This is an optimization exercise on Yosys and OpenROAD, whose aim is small area, a short achievable clock period and few clock cycles per item, not a production implementation.
No functional check of the RTL was part of any run shown here.

==> flow/design.v, too long to show whole: its modules and the start of the top module <==
// module fp32_fa: 10 lines
// module fp32_ha: 9 lines
// module fp32_round_pack: 66 lines
// module fp32_mul_pipe: 1451 lines
module fp32_mul_pipe #(
  parameter logic [31:0] QNAN = fp32_pkg::QNAN
) (
  input  logic        clk,
  input  logic        rst_n,
  input  logic        in_valid,
  output logic        in_ready,
  input  logic [31:0] A,
  input  logic [31:0] B,
  output logic        out_valid,
  input  logic        out_ready,
  output logic [31:0] result,
  output logic [2:0]  flags
);
  // ...
==> flow/flow/run.sh <==
#!/bin/bash
# The standard layout, with the port buffers that global placement inserts made plain
# buffers (sky130_fd_sc_hd__buf_2) instead of the delay cell that buffer_ports picks.
set -euo pipefail
export BUFFER_PORTS_ARGS="-buffer_cell sky130_fd_sc_hd__buf_2"
bash standard.sh finish > standard_flow.log 2>&1
==> flow/standard.sh <==
#!/bin/bash
# synth_recipe.tcl (not shown) runs the flow's synth.tcl, then flattens the netlist and writes it again
# the make line also repeats each setting of config.mk as NAME=value (left out here)
make -C /OpenROAD-flow-scripts/flow DESIGN_CONFIG=/design/flow/config.mk WORK_HOME=/design/flow/orfs CLKGATE_MAP_FILE= SYNTH_SCRIPT=/design/flow/synth_recipe.tcl "${@:-finish}"
==> flow/config.mk <==
export PLATFORM = sky130hd
export DESIGN_NAME = fp32_mul_pipe
export DESIGN_NICKNAME = fp32_mul_pipe
export VERILOG_FILES = /design/flow/design.v
export SDC_FILE = /design/flow/constraint.sdc
export NUM_CORES = 4
export LEC_CHECK = 0
export ABC_AREA = 1
export CAP_MARGIN = 20
export CORE_MARGIN = 2
export CORE_UTILIZATION = 45
export SETUP_SLACK_MARGIN = 2.5
export SLEW_MARGIN = 20
export SYNTH_HIERARCHICAL = 1
export SYNTH_MINIMUM_KEEP_SIZE = 0
export TNS_END_PERCENT = 5
==> flow/constraint.sdc <==
create_clock -name core_clock -period 8.0 [get_ports {clk}]
set_input_delay 1.6000 -clock core_clock [delete_from_list [all_inputs] [get_ports {clk}]]
set_output_delay 1.6000 -clock core_clock [all_outputs]
set_load 0.01 [all_outputs]
==> summary.md, run 1 <==
| Metric | Value |
|---|---|
| Met2 WL | 30,400 µm |
| Initial Utilization | between 40% and 50% |
| Final #Nets | 2,844 |
| Initial DRT Pass Iterations | 8 |
| Reg2reg end | rq[29]$_DFFE_PP_ |
| Final period demand of the worst path | ~5500 ps |
| Max clock buf depth | 2 |
| Met3 usage | under 10% |
| Final Max Slew Viols | 0 |
| Critical path endpoint category | register |
| Wl on met1 | ~28,000 µm |
| Clock latency (worst-skew pair) | between 300 and 400 ps |
| Buf+Inv Stages, Crit Path | 3 |
| Htree depth | 3 |
| Global route overflow | 0 |
| DRT Wirelength | ~67,000 µm |
| Largest family of logic cells by synthesized area | adder cells |
| Multi-input combinational cell count | roughly 1.9k |
| FF+latch area | about 3300 µm² |
| EDFF count, synth | between 100 and 150 |
| Compound-Gate Fraction of Synth Area | around 12% |
| I/O pin count | between 100 and 150 |
| Hold EP | out_valid$_DFFE_PN0P_ |
| PostCTS Resize Cnt | 20 |
| Status | finished clean |
| Most common cell after layout, fill and taps aside | nand2_1 |
| Synth Area in Adders | between 30% and 40% |
| Async S/R FF share, synth | less than 1% |
| Maxcap violations | 0 |
| Initial antenna violation count | 1 |
| Final Hold Viols | 0 |
| Die Y-Extent | 215 µm |
| Commonest cells in the netlist | nand2_1 (412), xor2_1 (275), fa_1 (264), o22ai_1 (262), inv_1 (211) |
| Grt met2 use | a little under half |
| ClkCell Share | about 1.3% |
| Synth Instances | 2,376 |
| Top FF cell, synth | edfxtp_1 |
| Synth cell types | 53 |
| TNS Setup | 0 ps |
| Post-Synth XOR/XNOR Area | 12.1% |
==> module fp32_round_pack, before the edit <==
module fp32_round_pack #(
  parameter int          K    = 21,
  parameter logic [31:0] QNAN = 32'h7FC0_0000
) (
  input  logic [47-K:0]     hia,
  input  logic [47-K:0]     hib,
  input  logic              cin,
  input  logic              tie0,
  input  logic              tie1,
  input  logic              sign,
  input  logic signed [9:0] exp,
  input  logic [1:0]        cls,     
  output logic [31:0]       result,
  output logic [2:0]        flags
);
  logic [47-K:0] y, z;
  logic          n;
  logic [22:0]   frac0, frac1, frac;
  logic signed [9:0] exp1;
  logic          uf0, uf1, of0, of1, uf, of;
  logic [7:0]    ebits;
  always_comb begin
    y = hia + hib + {{(47-K){1'b0}}, cin};
    z = hia + hib + {{(47-K){1'b0}}, cin} + ((48-K)'(1) << (22 - K));
    n = y[47-K];
    frac0 = y[45-K:23-K];
    frac0[0] = frac0[0] & ~tie0;
    frac1 = z[46-K:24-K];
    frac1[0] = frac1[0] & ~tie1;
    frac = n ? frac1 : frac0;
    exp1 = exp + 10'sd1;
    uf0  = (exp  <= 10'sd0);
    uf1  = (exp1 <= 10'sd0);
    of0  = (exp  >= 10'sd255);
    of1  = (exp1 >= 10'sd255);
    uf   = n ? uf1 : uf0;
    of   = n ? of1 : of0;
    ebits = n ? exp1[7:0] : exp[7:0];
    unique case (cls)
      2'd3: begin
        result = QNAN;
        flags  = 3'b100;
      end
      2'd2: begin
        result = {sign, 8'hFF, 23'h0};
        flags  = 3'b000;
      end
      2'd1: begin
        result = {sign, 31'h0};
        flags  = 3'b000;
      end
      default: begin
        if (uf) begin
          result = {sign, 31'h0};
          flags  = 3'b001;
        end else if (of) begin
          result = {sign, 8'hFF, 23'h0};
          flags  = 3'b010;
        end else begin
          result = {sign, ebits, frac};
          flags  = 3'b000;
        end
      end
    endcase
  end
endmodule
==> run 2, diff against run 1 <==
--- a/flow/design.v
+++ b/flow/design.v
@@ -38,8 +38,21 @@
   logic [47-K:0] y, z;
   logic          n;
-  logic [22:0]   frac0, frac1, frac;
+  logic [22:0]   frac0, frac1;
+  logic [34:0]   res0, res1;
   logic signed [9:0] exp1;
-  logic          uf0, uf1, of0, of1, uf, of;
-  logic [7:0]    ebits;
+  logic          uf0, uf1, of0, of1;
+  function automatic logic [34:0] pack(input logic s, input logic [1:0] c, input logic u,
+                                       input logic o, input logic [7:0] e, input logic [22:0] f);
+    unique case (c)
+      2'd3:    pack = {3'b100, QNAN};
+      2'd2:    pack = {3'b000, s, 8'hFF, 23'h0};
+      2'd1:    pack = {3'b000, s, 31'h0};
+      default: begin
+        if (u)      pack = {3'b001, s, 31'h0};
+        else if (o) pack = {3'b010, s, 8'hFF, 23'h0};
+        else        pack = {3'b000, s, e, f};
+      end
+    endcase
+  endfunction
   always_comb begin
     y = hia + hib + {{(47-K){1'b0}}, cin};
@@ -50,5 +63,4 @@
     frac1 = z[46-K:24-K];
     frac1[0] = frac1[0] & ~tie1;
-    frac = n ? frac1 : frac0;
     exp1 = exp + 10'sd1;
     uf0  = (exp  <= 10'sd0);
@@ -56,33 +68,7 @@
     of0  = (exp  >= 10'sd255);
     of1  = (exp1 >= 10'sd255);
-    uf   = n ? uf1 : uf0;
-    of   = n ? of1 : of0;
-    ebits = n ? exp1[7:0] : exp[7:0];
-    unique case (cls)
-      2'd3: begin
-        result = QNAN;
-        flags  = 3'b100;
-      end
-      2'd2: begin
-        result = {sign, 8'hFF, 23'h0};
-        flags  = 3'b000;
-      end
-      2'd1: begin
-        result = {sign, 31'h0};
-        flags  = 3'b000;
-      end
-      default: begin
-        if (uf) begin
-          result = {sign, 31'h0};
-          flags  = 3'b001;
-        end else if (of) begin
-          result = {sign, 8'hFF, 23'h0};
-          flags  = 3'b010;
-        end else begin
-          result = {sign, ebits, frac};
-          flags  = 3'b000;
-        end
-      end
-    endcase
+    res0 = pack(sign, cls, uf0, of0, exp[7:0], frac0);
+    res1 = pack(sign, cls, uf1, of1, exp1[7:0], frac1);
+    {flags, result} = n ? res1 : res0;
   end
 endmodule
==> summary.md, run 2 <==
| Metric | Value |
|---|---|
| EDFF count, synth | 109 (unchanged) |
| Clock skew | 21.1 ps (was 17.2 ps) |
| Largest net degree at the start of global routing | 78 (unchanged) |
| Critical path required time | 8140 ps (about the same) |
| Final Hold Viols | 0 (unchanged) |
| Most frequent cell after synthesis | nand2_1 (unchanged) |
| Commonest cells after routing, fill and taps aside | nand2_1 (357), xor2_1 (273), fa_1 (264) (was nand2_1 (386), xor2_1 (275), fa_1 (264)) |
| Initial DRT Pass Iterations | 6 (was 8) |
| Wire per inst | 22.5 µm (was 22.3 µm) |
| Async S/R FF share, synth | 0.909% (unchanged) |
| Biggest register | rq (unchanged) |
| Slew HR | 13.2% (was 26.6%) |
| Maxcap violations | 0 (unchanged) |
| Area Overhead vs Synth | 9.26% (was 9.04%) |
| Post-synth top area share | 26.2% (was 26.3%) |
| Period utilisation layout | 68.0% (was 68.8%) |
| Via count | 17.6k (was 17.7k) |
| Critical path endpoint category | register (unchanged) |
| Max clock buf depth | 2 (unchanged) |
| Crit-path max FO | 23 (was 21) |
| Crit path DAT | 5580 ps (was 5650 ps) |
| Crit path max-delay family | adder cells (unchanged) |
| DRC Markers | 0 (unchanged) |
| #FFs+latches synth | 110 (unchanged) |
| DR WL met3 | 5910 µm (was 6390 µm) |
| Core area | 44,200 µm² (was 44,100 µm²) |
| Post-DP HPWL | 50,300 µm (was 50,000 µm) |
| Commonest cells in the netlist | nand2_1 (393), xor2_1 (273), fa_1 (264), o22ai_1 (262), inv_1 (224) (was nand2_1 (412), xor2_1 (275), fa_1 (264), o22ai_1 (262), inv_1 (211)) |
| Vias per cell | 5.87 (was 5.86) |
| CTS tree | built (unchanged) |
| Cell count after placement | 2,970 (was 2,976) |
| 1st-iter DRT viols | 1,828 (was 1,707) |
| Synth Instances | 2,373 (was 2,376) |
| Mapped cell area | 20,200 µm² (was 20,100 µm²) |
| CP Class | input port to register (unchanged) |
| Num rows | 77 (unchanged) |
| Die Y-Extent | 216 µm (was 215 µm) |
| Synth warnings | 8 (unchanged) |
| CTS root buf | clkbuf_16 (unchanged) |
| Place WS | 1700 ps (was 1790 ps) |
| I/O pin count | 105 (unchanged) |
| Max Clk Rate | 0.184 GHz (was 0.182 GHz) |
| DRT Wirelength | 67,500 µm (was 67,100 µm) |
| Core Util, Final | 49.8% (was 49.6%) |
| Max Used Layer | met5 (unchanged) |
| GP Congestion | 0.997 (was 0.926) |
| TritonCTS Sinks | 110 (unchanged) |
| Diode count | 0 (unchanged) |
| Max FFs per register | 93 (unchanged) |
| Avg Cell Area, Syn | 8.49 µm² (was 8.45 µm²) |
| Htree depth | 3 (unchanged) |
| First-pass GRT wire length | 102,000 µm (was 103,000 µm) |
| Wl on met1 | 28,200 µm (was 27,700 µm) |
| Final period demand of the worst path | 5440 ps (was 5500 ps) |
| Setup-failing EPs final | 0 (unchanged) |
| Biggest regs | rq (93), exp_q (10), cls_q (2) (unchanged) |
| CP max stage delay | 620 ps (was 670 ps) |
| Post-route ant nets | 0 (unchanged) |
| Top cells by area, synth | fa_1 (26%), edfxtp_1 (16%), xor2_1 (12%), o22ai_1 (8.1%), nand2_1 (7.3%) (was fa_1 (26%), edfxtp_1 (16%), xor2_1 (12%), o22ai_1 (8.2%), nand2_1 (7.7%)) |
| Synth cell types | 55 (was 53) |
| Initial antenna violation count | 2 (was 1) |
| Final #Nets | 2,838 (was 2,844) |
| Worst min path class | register to register (unchanged) |
| Final Max Slew Viols | 0 (unchanged) |
| Seq/Total Area, Yosys | 16.4% (about the same) |
| Most common cell after layout, fill and taps aside | nand2_1 (unchanged) |
| Most used cell, CP | fa_1 (unchanged) |
| Clk slew on worst S/H paths | 80 ps (was 90 ps) |
| Total CTS buffers | 9 (unchanged) |
| Area leader, netlist | fa_1 (unchanged) |
| Cell Count, Final, Fillers Out | 3,006 (was 3,012) |
| Global route overflow | 0 (unchanged) |
| Hold buffer count at CTS | 0 (unchanged) |
| RSZ-0062 raised after global routing | yes (unchanged) |
| Die area | 46,500 µm² (was 46,300 µm²) |
| Total GRT Usage | 28.7% (about the same) |
| Top FF cell, synth | edfxtp_1 (unchanged) |
| Buf+Inv Stages, Crit Path | 2 (was 3) |
| Crit-path slowest cell | nand2_1 (was inv_1) |
| Share of layout cells above drive strength 1 | 15.5% (was 15.0%) |
| Die Width | 216 µm (was 215 µm) |
| Status | finished clean (unchanged) |
| Worst path cell trace | buf_2 > inv_1 > nand2_1 > nand2_1 > o22ai_1 > xor2_1 > fa_1 > fa_1 > fa_1 > fa_1 (was buf_2 > inv_1 > nor2_1 > inv_1 > o22ai_1 > xor2_1 > ha_1 > fa_1 > fa_1 > fa_1 > ha_1 > a21oi_1 > o21ai_0 > a21oi_1 > o41ai_1) |
| Worst-Margin Slew | 1290 ps (was 1100 ps) |
| Final worst slack | 2560 ps (was 2500 ps) |
| TNS Setup | 0 ps (unchanged) |
| PortBufs | 104 (unchanged) |
| Met2 WL | 30,200 µm (was 30,400 µm) |
| Initial Utilization | 45.6% (was 45.5%) |
| Critical path startpoint category | input port (unchanged) |
| Clock latency (worst-skew pair) | 400 ps (was 390 ps) |
| Vias in the first global route | 17.5k (was 17.9k) |
## run 2: routing by layer
| layer | GRT usage, % | vias up |
|---|---|---|
| met4 | 12.4 | 4 |
| met2 | 44.9 | 875 |
| met5 | 0 | - |
| met3 | 5.51 | 202 |
| met1 | 38.8 | 8543 |
| li1 | - | 8010 |
## run 2: what timing repair did
action,in CTS,in global routing
gates cloned,1,2
setup buffers,4,13
setup endpoints to repair,77,49
gates resized for setup,17,100
pin swaps,3,26
## run 2: per-stage QoR
step	cell area, µm²	hold slack (ps)
after floorplan	20200	1300
after global placement	21100	837
after detailed placement	21100	869
after CTS	21500	886
after global routing	22000	962
final	22000	871
## run 2: worst paths after layout
| path | start | to | slack [ps] | cells after the start |
|---|---|---|---|---|
| min in group asynchronous | rst_n | out_valid$_DFFE_PN0P_ | 980 | 1 |
| hold / removal | out_valid$_DFFE_PN0P_ | out_valid$_DFFE_PN0P_ | 870 | 2 |
| max in group asynchronous | rst_n | out_valid$_DFFE_PN0P_ | 6940 | 1 |
| setup reg to reg | out_valid$_DFFE_PN0P_ | exp_q[0]$_DFFE_PP_ | 5940 | 2 |
| hold reg to reg | out_valid$_DFFE_PN0P_ | out_valid$_DFFE_PN0P_ | 870 | 2 |
| setup / recovery | B[17] | rq[28]$_DFFE_PP_ | 2560 | 10 |
## run 2: final cells by class
cell class,count,area (µm²)
Fill cell,4273,22200
Timing Repair Buffer,146,871
Sequential cell,110,3300
Tap cell,592,741
Timing Repair inverter,2,12.5
Clock inverter,7,96.3
Inverter,260,986
Clock buffer,9,225
Multi-Input combinational cell,1880,15800
## run 2: per-module statistics from Yosys, one instance, submodules excluded, a selection
module         cells inside  times used
fp32_mul_pipe          1213           1
fp32_ha                   1          32
fp32_fa                   1         263
## run 2: tightest hold or removal path, delay by kind of cell, from the launching register on
kind | cells | cell delay (ps)
flops | 1 | 390
simple gates | 2 | 440
## run 2: cells by family after synthesis
| group | Yosys count | share of synthesized area [%] |
|---|---|---|
| compound gates | 396 | 12.1 |
| xor+xnor | 275 | 12.0 |
| fa+ha+maj | 361 | 32.2 |
| buf+inv | 395 | 7.71 |
| flops | 110 | 16.4 |
| other cells | 1 | 0.0186 |
| simple gates | 835 | 19.6 |

==> afterwards: timing with drivers on the ports <==
The results above use ideal ports. As a check the final layouts listed here were re-extracted and re-timed, cells and wires unchanged. Step 1 assumes that a clkbuf_16 drives the clock port and a buf_2 every other input. Step 2 adds t to the input delays and takes it off the output delays; t is the mean of the earliest and latest rising clock arrival at the registers after step 1. Input paths then give back, and output paths get back, about the clock's delay inside the block. Three values: no drivers, after step 1, after step 2; two values: the first two.
| run | t, ns | setup slack, ns | hold slack, ns | worst slew at a driven data input, ns |
|---|---|---|---|---|
| run 1 | 0.431 | 2.495 / 2.488 / 2.098 | 0.890 / 0.890 / 0.890 | 0.04 |
| run 2 | 0.440 | 2.560 / 2.594 / 2.155 | 0.871 / 0.871 / 0.871 | 0.04 |
After both steps every run listed still meets setup and hold. The setup slack of run 2, which loses most, moves by +0.034 ns with the drivers and by -0.405 ns with both steps.
